Context: an optimization exercise on an open-source flow, tuned for small area and a short achievable clock period. The choices shown serve that exercise and are no tape-out recipe. Function was checked by simulation only, so behaviour that the tests miss may differ from the original. No activity file was given, so power comes from the tool's default toggle rates.

==> flow/design.v <==
`timescale 1ns/1ns
`default_nettype none
module frontend_top (
    input  logic        clk,
    input  logic        rst_n,
    input  logic        inst_valid,
    input  logic [31:0] inst,
    input  logic [31:0] inst_pc,
    output logic        inst_ready,
    output logic        iss_valid,
    output logic [31:0] iss_pc,
    output logic [5:0]  iss_rob_idx,
    output logic [5:0]  iss_rd_p,
    output logic [5:0]  iss_rs1_p,
    output logic [5:0]  iss_rs2_p,
    output logic        iss_rs1_ready,
    output logic        iss_rs2_ready,
    output logic [1:0]  iss_fu,
    output logic [3:0]  iss_alu_op,
    output logic [31:0] iss_imm,
    output logic        iss_alu_src,
    output logic        iss_mem_read,
    output logic        iss_mem_write,
    output logic        iss_reg_write,
    output logic [1:0]  iss_mem_size,
    input  logic        iss_ready
);
    logic [6:0] opc;
    logic [2:0] f3;
    logic       c_r, c_i, c_l, c_s, c_u, c_legal;
    logic       n_srai;
    logic [6:0] n_f;         
    logic [4:0] n_lo;        
    logic [1:0] n_op;        
    logic       n_msz;       
    logic       n_needs;     
    logic [4:0] n_rs2;       
    assign opc     = inst[6:0];
    assign f3      = inst[14:12];
    assign c_r     = (opc == 7'b0110011);
    assign c_i     = (opc == 7'b0010011);
    assign c_l     = (opc == 7'b0000011);
    assign c_s     = (opc == 7'b0100011);
    assign c_u     = (opc == 7'b0110111);
    assign c_legal = c_r | c_i | c_l | c_s | c_u;
    assign n_srai  = c_i && (f3 == 3'b101) && (inst[31:26] == 6'b010000);
    always_comb begin
        n_f = (c_r | n_srai) ? 7'd0 : inst[31:25];
        if (c_s)
            n_lo = inst[11:7];
        else if (c_i | c_l)
            n_lo = inst[24:20];
        else if (c_u)
            n_lo = {2'b00, f3};
        else
            n_lo = 5'd0;
        n_op = 2'd0;
        if (c_r && inst[31:25] == 7'd0 && f3 == 3'b100) n_op = 2'd1;
        if (c_i && f3 == 3'b110) n_op = 2'd2;
        if (n_srai) n_op = 2'd3;
    end
    assign n_msz   = !((c_l | c_s) && f3 == 3'b000);
    assign n_needs = (c_r | c_i | c_l | c_u) && (inst[11:7] != 5'd0);
    assign n_rs2   = (c_r | c_s | c_u) ? inst[24:20] : 5'd0;
    logic        dv;
    logic [31:0] d_pc;
    logic [4:0]  d_rs1, d_rs2, d_rd;
    logic        d_legal, d_needs, d_u, d_src, d_mr, d_mw, d_msz, d_rs2look;
    logic [1:0]  d_op;
    logic [6:0]  d_f;
    logic [4:0]  d_lo;
    logic        advance;
    logic        alloc;
    logic        iq_full;
    logic [5:0]  cnt;        
    assign advance    = dv && !iq_full && (!cnt[5] || !d_needs);
    assign alloc      = advance && d_needs;
    assign inst_ready = !dv || advance;
    always_ff @(posedge clk or negedge rst_n) begin
        if (!rst_n)
            dv <= 1'b0;
        else if (inst_ready)
            dv <= inst_valid;
    end
    always_ff @(posedge clk) begin
        if (inst_ready) begin
            d_pc      <= inst_pc;
            d_rs1     <= c_u ? inst[19:15] : ((c_r | c_i | c_l | c_s) ? inst[19:15] : 5'd0);
            d_rs2     <= n_rs2;
            d_rd      <= inst[11:7];
            d_legal   <= c_legal;
            d_needs   <= n_needs;
            d_u       <= c_u;
            d_src     <= c_i | c_l | c_s | c_u;
            d_mr      <= c_l;
            d_mw      <= c_s;
            d_msz     <= n_msz;
            d_rs2look <= c_r | c_s;
            d_op      <= n_op;
            d_f       <= n_f;
            d_lo      <= n_lo;
        end
    end
    logic [31:1] rn;             
    logic [4:0]  rj [32];        
    always_ff @(posedge clk or negedge rst_n) begin
        if (!rst_n) begin
            cnt <= 6'd0;
            rn  <= '0;
        end else if (alloc) begin
            cnt       <= cnt + 6'd1;
            rn[d_rd]  <= 1'b1;
        end
    end
    always_ff @(posedge clk) begin
        if (alloc) rj[d_rd] <= cnt[4:0];
    end
    logic [5:0] a_val, b_val;
    logic       rn1, rn2;
    assign rn1   = (d_rs1 != 5'd0) && rn[d_rs1] && !d_u;
    assign rn2   = (d_rs2 != 5'd0) && rn[d_rs2] && d_rs2look;
    assign a_val = rn1 ? {1'b1, rj[d_rs1]} : {1'b0, d_rs1};
    assign b_val = rn2 ? {1'b1, rj[d_rs2]} : {1'b0, d_rs2};
    logic [31:0] q_pc  [8];
    logic [6:0]  q_f   [8];
    logic [5:0]  q_a   [8];
    logic [5:0]  q_b   [8];
    logic [4:0]  q_lo  [8];
    logic [1:0]  q_op  [8];
    logic        q_u   [8];
    logic        q_src [8];
    logic        q_mr  [8];
    logic        q_mw  [8];
    logic        q_msz [8];
    logic        q_rd  [8];
    logic [2:0]  wp, rp;
    logic [3:0]  qc;
    logic [5:0]  h_rob;      
    logic        h_sel;      
    logic        wr_en, rd_en;
    assign wr_en     = advance && d_legal;
    assign rd_en     = iss_valid && iss_ready;
    assign iq_full   = qc[3];
    assign iss_valid = (qc != 4'd0);
    always_ff @(posedge clk or negedge rst_n) begin
        if (!rst_n) begin
            wp    <= 3'd0;
            rp    <= 3'd0;
            qc    <= 4'd0;
            h_rob <= 6'd0;
            h_sel <= 1'b0;
        end else begin
            if (wr_en) wp <= wp + 3'd1;
            if (rd_en) begin
                rp    <= rp + 3'd1;
                h_rob <= h_rob + {5'd0, q_rd[rp]};
                if (!(q_mr[rp] || q_mw[rp])) h_sel <= !h_sel;
            end
            if (wr_en && !rd_en) qc <= qc + 4'd1;
            else if (!wr_en && rd_en) qc <= qc - 4'd1;
        end
    end
    always_ff @(posedge clk) begin
        if (wr_en) begin
            q_pc[wp]  <= d_pc;
            q_f[wp]   <= d_f;
            q_a[wp]   <= a_val;
            q_b[wp]   <= b_val;
            q_lo[wp]  <= d_lo;
            q_op[wp]  <= d_op;
            q_u[wp]   <= d_u;
            q_src[wp] <= d_src;
            q_mr[wp]  <= d_mr;
            q_mw[wp]  <= d_mw;
            q_msz[wp] <= d_msz;
            q_rd[wp]  <= d_needs;
        end
    end
    logic [6:0] h_f;
    logic [5:0] h_a, h_b;
    logic [4:0] h_lo;
    logic       h_u, h_mem;
    assign h_f   = q_f[rp];
    assign h_a   = q_a[rp];
    assign h_b   = q_b[rp];
    assign h_lo  = q_lo[rp];
    assign h_u   = q_u[rp];
    assign h_mem = q_mr[rp] | q_mw[rp];
    assign iss_pc        = q_pc[rp];
    assign iss_rob_idx   = h_rob;
    assign iss_rd_p      = q_rd[rp] ? {1'b1, h_rob[4:0]} : 6'd0;
    assign iss_rs1_p     = {h_a[5], h_a[4:0] & {5{!h_u}}};
    assign iss_rs2_p     = {h_b[5], h_b[4:0] & {5{!h_u}}};
    assign iss_rs1_ready = !h_a[5];
    assign iss_rs2_ready = !h_b[5];
    assign iss_fu        = h_mem ? 2'd2 : {1'b0, h_sel};
    assign iss_alu_op    = {1'b0, h_u, q_op[rp]};
    assign iss_imm[31]    = h_f[6];
    assign iss_imm[30:25] = h_u ? h_f[5:0]  : {6{h_f[6]}};
    assign iss_imm[24:20] = h_u ? h_b[4:0]  : {5{h_f[6]}};
    assign iss_imm[19:15] = h_u ? h_a[4:0]  : {5{h_f[6]}};
    assign iss_imm[14:12] = h_u ? h_lo[2:0] : {3{h_f[6]}};
    assign iss_imm[11]    = !h_u && h_f[6];
    assign iss_imm[10:5]  = h_u ? 6'd0 : h_f[5:0];
    assign iss_imm[4:0]   = h_u ? 5'd0 : h_lo;
    assign iss_alu_src   = q_src[rp];
    assign iss_mem_read  = q_mr[rp];
    assign iss_mem_write = q_mw[rp];
    assign iss_reg_write = !q_mw[rp];
    assign iss_mem_size  = {q_msz[rp], 1'b0};
endmodule
`default_nettype wire
==> flow/run.sh <==
#!/bin/bash
# synth_recipe.tcl (not shown) runs the flow's synth.tcl, then flattens the netlist and writes it again
# the make line also repeats each setting of config.mk as NAME=value (left out here)
make -C /OpenROAD-flow-scripts/flow DESIGN_CONFIG=/design/flow/config.mk WORK_HOME=/design/flow/orfs CLKGATE_MAP_FILE= SYNTH_SCRIPT=/design/flow/synth_recipe.tcl finish
==> flow/config.mk <==
export PLATFORM = sky130hd
export DESIGN_NAME = frontend_top
export DESIGN_NICKNAME = frontend_top
export VERILOG_FILES = /design/flow/design.v
export SDC_FILE = /design/flow/constraint.sdc
export NUM_CORES = 4
export LEC_CHECK = 0
export CAP_MARGIN = 20
export CORE_MARGIN = 2
export CORE_UTILIZATION = 40
export SETUP_SLACK_MARGIN = 0.3
export SLEW_MARGIN = 20
==> flow/constraint.sdc <==
create_clock -name core_clock -period 6.5 [get_ports {clk}]
set_input_delay 1.3000 -clock core_clock [delete_from_list [all_inputs] [get_ports {clk}]]
set_output_delay 1.3000 -clock core_clock [all_outputs]
set_load 0.01 [all_outputs]
==> impl_results.html <==
<table>
<tr><th>Metric</th><th>Value</th></tr>
<tr><th colspan="2">Run status</th></tr>
<tr><td>Status</td><td>no timing/DRC/antenna violations</td></tr>
<tr><th colspan="2">Timing</th></tr>
<tr><td>Clock Skews</td><td>39.17 ps</td></tr>
<tr><td>Least-Margin Pin Slew</td><td>1023 ps</td></tr>
<tr><td>Remaining max-slew budget at the tightest pin</td><td>31.69%</td></tr>
<tr><td>RSZ-0062 raised after global routing</td><td>false</td></tr>
<tr><td>Maximum achievable frequency</td><td>187.2 MHz</td></tr>
<tr><td>Finish-stage setup viols</td><td>0</td></tr>
<tr><td>Final-report hold violation count</td><td>0</td></tr>
<tr><td>Final Slew Violations</td><td>0</td></tr>
<tr><td>Final sum of negative setup slack</td><td>0 ps</td></tr>
<tr><td>Tmin final</td><td>5343 ps</td></tr>
<tr><td>Share of the clock period used by the worst path after layout</td><td>82.20%</td></tr>
<tr><th colspan="2">Global routing</th></tr>
<tr><td>Initial antenna violation count</td><td>4</td></tr>
<tr><td>Via count of the first global-routing pass</td><td>17750</td></tr>
<tr><td>Largest net degree at the start of global routing</td><td>59</td></tr>
<tr><td>Residual overflow from global routing</td><td>0</td></tr>
<tr><td>Overall fraction of global-route tracks in use</td><td>18.20%</td></tr>
<tr><td>Wire length of the first global-routing pass</td><td>115400 um</td></tr>
<tr><th colspan="2">Synth</th></tr>
<tr><td>Part of the Yosys area used for sequential elements</td><td>71.75%</td></tr>
<tr><td>Synthesized area per cell</td><td>19.65 um^2</td></tr>
<tr><td>Gate count after technology mapping</td><td>1690</td></tr>
<tr><td>Flip-flop cell with the highest count after synthesis</td><td>sky130_fd_sc_hd__edfxtp_1</td></tr>
<tr><td>Seq cells post-synth</td><td>806</td></tr>
<tr><td>Async set-reset flop share out of synthesis</td><td>6.824%</td></tr>
<tr><td>Mapped cell area</td><td>33210 um^2</td></tr>
<tr><td>Yosys warnings</td><td>1</td></tr>
<tr><td>Distinct cell type count of the synthesized netlist</td><td>68</td></tr>
<tr><td>EDFF count, synth</td><td>741</td></tr>
<tr><th colspan="2">Worst setup path</th></tr>
<tr><td>Critical path launch point type</td><td>register</td></tr>
<tr><td>Largest fanout on the critical path</td><td>58</td></tr>
<tr><td>Required time of the critical path</td><td>5200 ps</td></tr>
<tr><td>Critical path endpoint category</td><td>output port</td></tr>
<tr><td>Classification of the worst setup path</td><td>register to output port</td></tr>
<tr><td>Data arrival time of the critical path</td><td>4040 ps</td></tr>
<tr><th colspan="2">Clock network</th></tr>
<tr><td>Clock tree root buffer cell</td><td>sky130_fd_sc_hd__clkbuf_16</td></tr>
<tr><td>Clock tree from TritonCTS</td><td>yes</td></tr>
<tr><td>Cts-stage hold buffer count</td><td>0</td></tr>
<tr><td>CTS HTree Levels</td><td>3</td></tr>
<tr><td>Maximum buffer depth of the clock tree</td><td>3</td></tr>
<tr><td>Clock slew at reported path FFs</td><td>60 ps</td></tr>
<tr><td>Gates resized, CTS repair</td><td>0</td></tr>
<tr><td># clock sinks</td><td>806</td></tr>
<tr><td>Post-CTS setup buffer count</td><td>0</td></tr>
<tr><td>Number of CTS-inserted buffers</td><td>84</td></tr>
<tr><td>Clock insertion delay at the later pin of the skew report</td><td>650 ps</td></tr>
<tr><th colspan="2">Route</th></tr>
<tr><td>DR vias</td><td>17000</td></tr>
<tr><td>Number of remaining DRC errors</td><td>0</td></tr>
<tr><td>Overall routed net length</td><td>77170 um</td></tr>
<tr><td>Detailed Route Iter0 Violations</td><td>1353</td></tr>
<tr><td>Post-route ant nets</td><td>0</td></tr>
<tr><td>Drt wl/cell</td><td>25.42 um</td></tr>
<tr><td>Detailed-routing iteration count for the pre-antenna-repair pass</td><td>5</td></tr>
<tr><td>Post-DR vias/cell</td><td>5.599</td></tr>
<tr><th colspan="2">Placement</th></tr>
<tr><td>Count of buffers from port buffering</td><td>169</td></tr>
<tr><td>Post-Place Cell Area</td><td>36220 um^2</td></tr>
<tr><td>DP Wirelength</td><td>47110 um</td></tr>
<tr><td>GPL Wtd Cong</td><td>0.7920</td></tr>
<tr><td>Post-placement cell count</td><td>2879</td></tr>
<tr><th colspan="2">Layout</th></tr>
<tr><td>N_diodes</td><td>0</td></tr>
<tr><td>Final standard cell utilization of the core</td><td>47.61%</td></tr>
<tr><td>Synthesis-to-finish area growth</td><td>17.70%</td></tr>
<tr><td>Commonest cells after routing, fill and taps aside</td><td>sky130_fd_sc_hd__edfxtp_1 (741), sky130_fd_sc_hd__mux4_2 (212), sky130_fd_sc_hd__clkdlybuf4s50_1 (168)</td></tr>
<tr><td>Net total in the final layout</td><td>1986</td></tr>
<tr><td>Most common cell after layout, fill and taps aside</td><td>sky130_fd_sc_hd__edfxtp_1</td></tr>
<tr><td>Post-route cell area</td><td>39090 um^2</td></tr>
<tr><td>Ratio of cells with drive above 1 in the final layout</td><td>23.70%</td></tr>
<tr><td>Post-layout instance count excluding filler cells</td><td>3036</td></tr>
<tr><th colspan="2">Pwr</th></tr>
<tr><td>Power density over the cells</td><td>455.4 nW/um^2</td></tr>
<tr><td>Leak</td><td>0.01269 uW</td></tr>
<tr><td>Max rail drop VDD</td><td>0.2422 mV</td></tr>
<tr><th colspan="2">Floorplanning</th></tr>
<tr><td>I/O pin count</td><td>172</td></tr>
<tr><td>Vertical die dimension</td><td>292.1 um</td></tr>
<tr><td>Area of the die</td><td>85350 um^2</td></tr>
<tr><td>Initial Utilization</td><td>40.45%</td></tr>
<tr><td>Chip Width</td><td>292.1 um</td></tr>
<tr><td>Std cell rows</td><td>105</td></tr>
<tr><td>Core area</td><td>82110 um^2</td></tr>
<tr><th colspan="2">Min path</th></tr>
<tr><td>Class of the most critical hold timing path</td><td>register to register</td></tr>
<tr><th colspan="2">Job</th></tr>
<tr><td>Max-capacitance violation count</td><td>0</td></tr>
</table>
==> routing by layer <==
layer / part of all wire, % / GRT usage, %
met5: 0.034 / 0
met4: 1.9 / 4.765
met3: 5.9 / 3.950
met2: 48 / 29.20
met1: 44 / 25.33
==> flip-flops by register name, summed over array words and instances, names as in the netlist, 16 cells and up, named ones only <==
name,flops
q_f,56
q_a,48
rn,31
q_lo,40
rj,160
q_op,16
d_pc,32
q_b,48
q_pc,256
==> through the flow <==
step	total power (uW)	hold WS [ps]	worst slack, ps
detailed placement	13060	468.1	1744
floorplan	10640	437.1	502.1
CTS	18040	479.2	1054
finish	17800	472.6	1157
global placement	12960	453.7	1778
global route	18630	500.4	964.7
==> layout make-up <==
type	count	area (um^2)
Inverter	23	86.33
Timing Repair Buffer	204	1987
Tap cell	1070	1339
Fill cell	6712	43020
Clock inverter	53	663.1
Clock buffer	104	2207
Multi-Input combinational cell	776	8962
Sequential cell	806	23840
==> cell usage after synthesis (22+ instances only) <==
cell type	n	area (um^2)
sky130_fd_sc_hd__o21bai_1	30	225.2
sky130_fd_sc_hd__nand2_1	42	157.7
sky130_fd_sc_hd__inv_1	23	86.33
sky130_fd_sc_hd__mux2i_1	43	430.4
sky130_fd_sc_hd__a21oi_1	34	170.2
sky130_fd_sc_hd__buf_2	27	135.1
sky130_fd_sc_hd__clkbuf_1	39	146.4
sky130_fd_sc_hd__dfrtp_1	55	1376
sky130_fd_sc_hd__ha_1	22	275.3
sky130_fd_sc_hd__mux4_2	212	4775
sky130_fd_sc_hd__nor2_1	82	307.8
sky130_fd_sc_hd__edfxtp_1	741	22250
sky130_fd_sc_hd__mux2_2	56	630.6
==> logic make-up after synthesis <==
logic type               after synthesis  synth area share (%)
adder cells (fa/ha/maj)               23                0.8891
buffers and inverters                109                 1.477
AND/OR/NAND/NOR                      252                 3.881
AO/OA/AOI/OAI                        156                 3.308
multiplexers                         317                 17.94
flip-flops                           806                 71.75
XOR/XNOR                              26                0.7422
other                                  1               0.01129
==> final timing paths <==
check                      startpoint     endpoint  slack (ps)  cells past startpoint
setup / recovery                rp[1]  iss_rd_p[0]        1160                      6
hold / removal               h_rob[5]     h_rob[5]         470                      1
setup reg to reg              d_rd[0]        rn[8]        2390                     12
hold reg to reg              h_rob[5]     h_rob[5]         470                      1
max in group asynchronous       rst_n        rp[2]        5080                      2
min in group asynchronous       rst_n       cnt[1]         820                      2
==> critical path, cell delays in order (launching register included) <==
cell	delay (ps)
sky130_fd_sc_hd__dfrtp_4	800
sky130_fd_sc_hd__buf_4	760
sky130_fd_sc_hd__mux4_2	410
sky130_fd_sc_hd__mux2i_1	450
sky130_fd_sc_hd__inv_1	130
sky130_fd_sc_hd__ha_1	250
sky130_fd_sc_hd__clkdlybuf4s50_1	500
==> power breakdown <==
group / internal [uW] / switching, uW
registers: 6650 / 673
logic: 2710 / 2830
clock network: 2890 / 2040

afterwards: timing with drivers on the ports:
Ports are ideal in the flow. The routed layout listed here was re-timed in OpenROAD. Step 1, drivers: a clkbuf_16 drives clk and a buf_2 each remaining input, both assumed. Step 2, shift: input delay + t, output delay - t, t = (earliest + latest rising clock arrival at the registers) / 2. This alone moves slack from input paths to output paths. Slacks: no drivers / after step 1 / after step 2; pairs: no drivers / after step 1.
t, ns: 0.697
setup WS [ns]: 1.157 / 1.090 / 1.787
cell pins on the clock port's net: 1
After both steps setup and hold are still met in this run. The setup slack of this run moves by -0.067 ns with the drivers and by +0.630 ns with both steps.
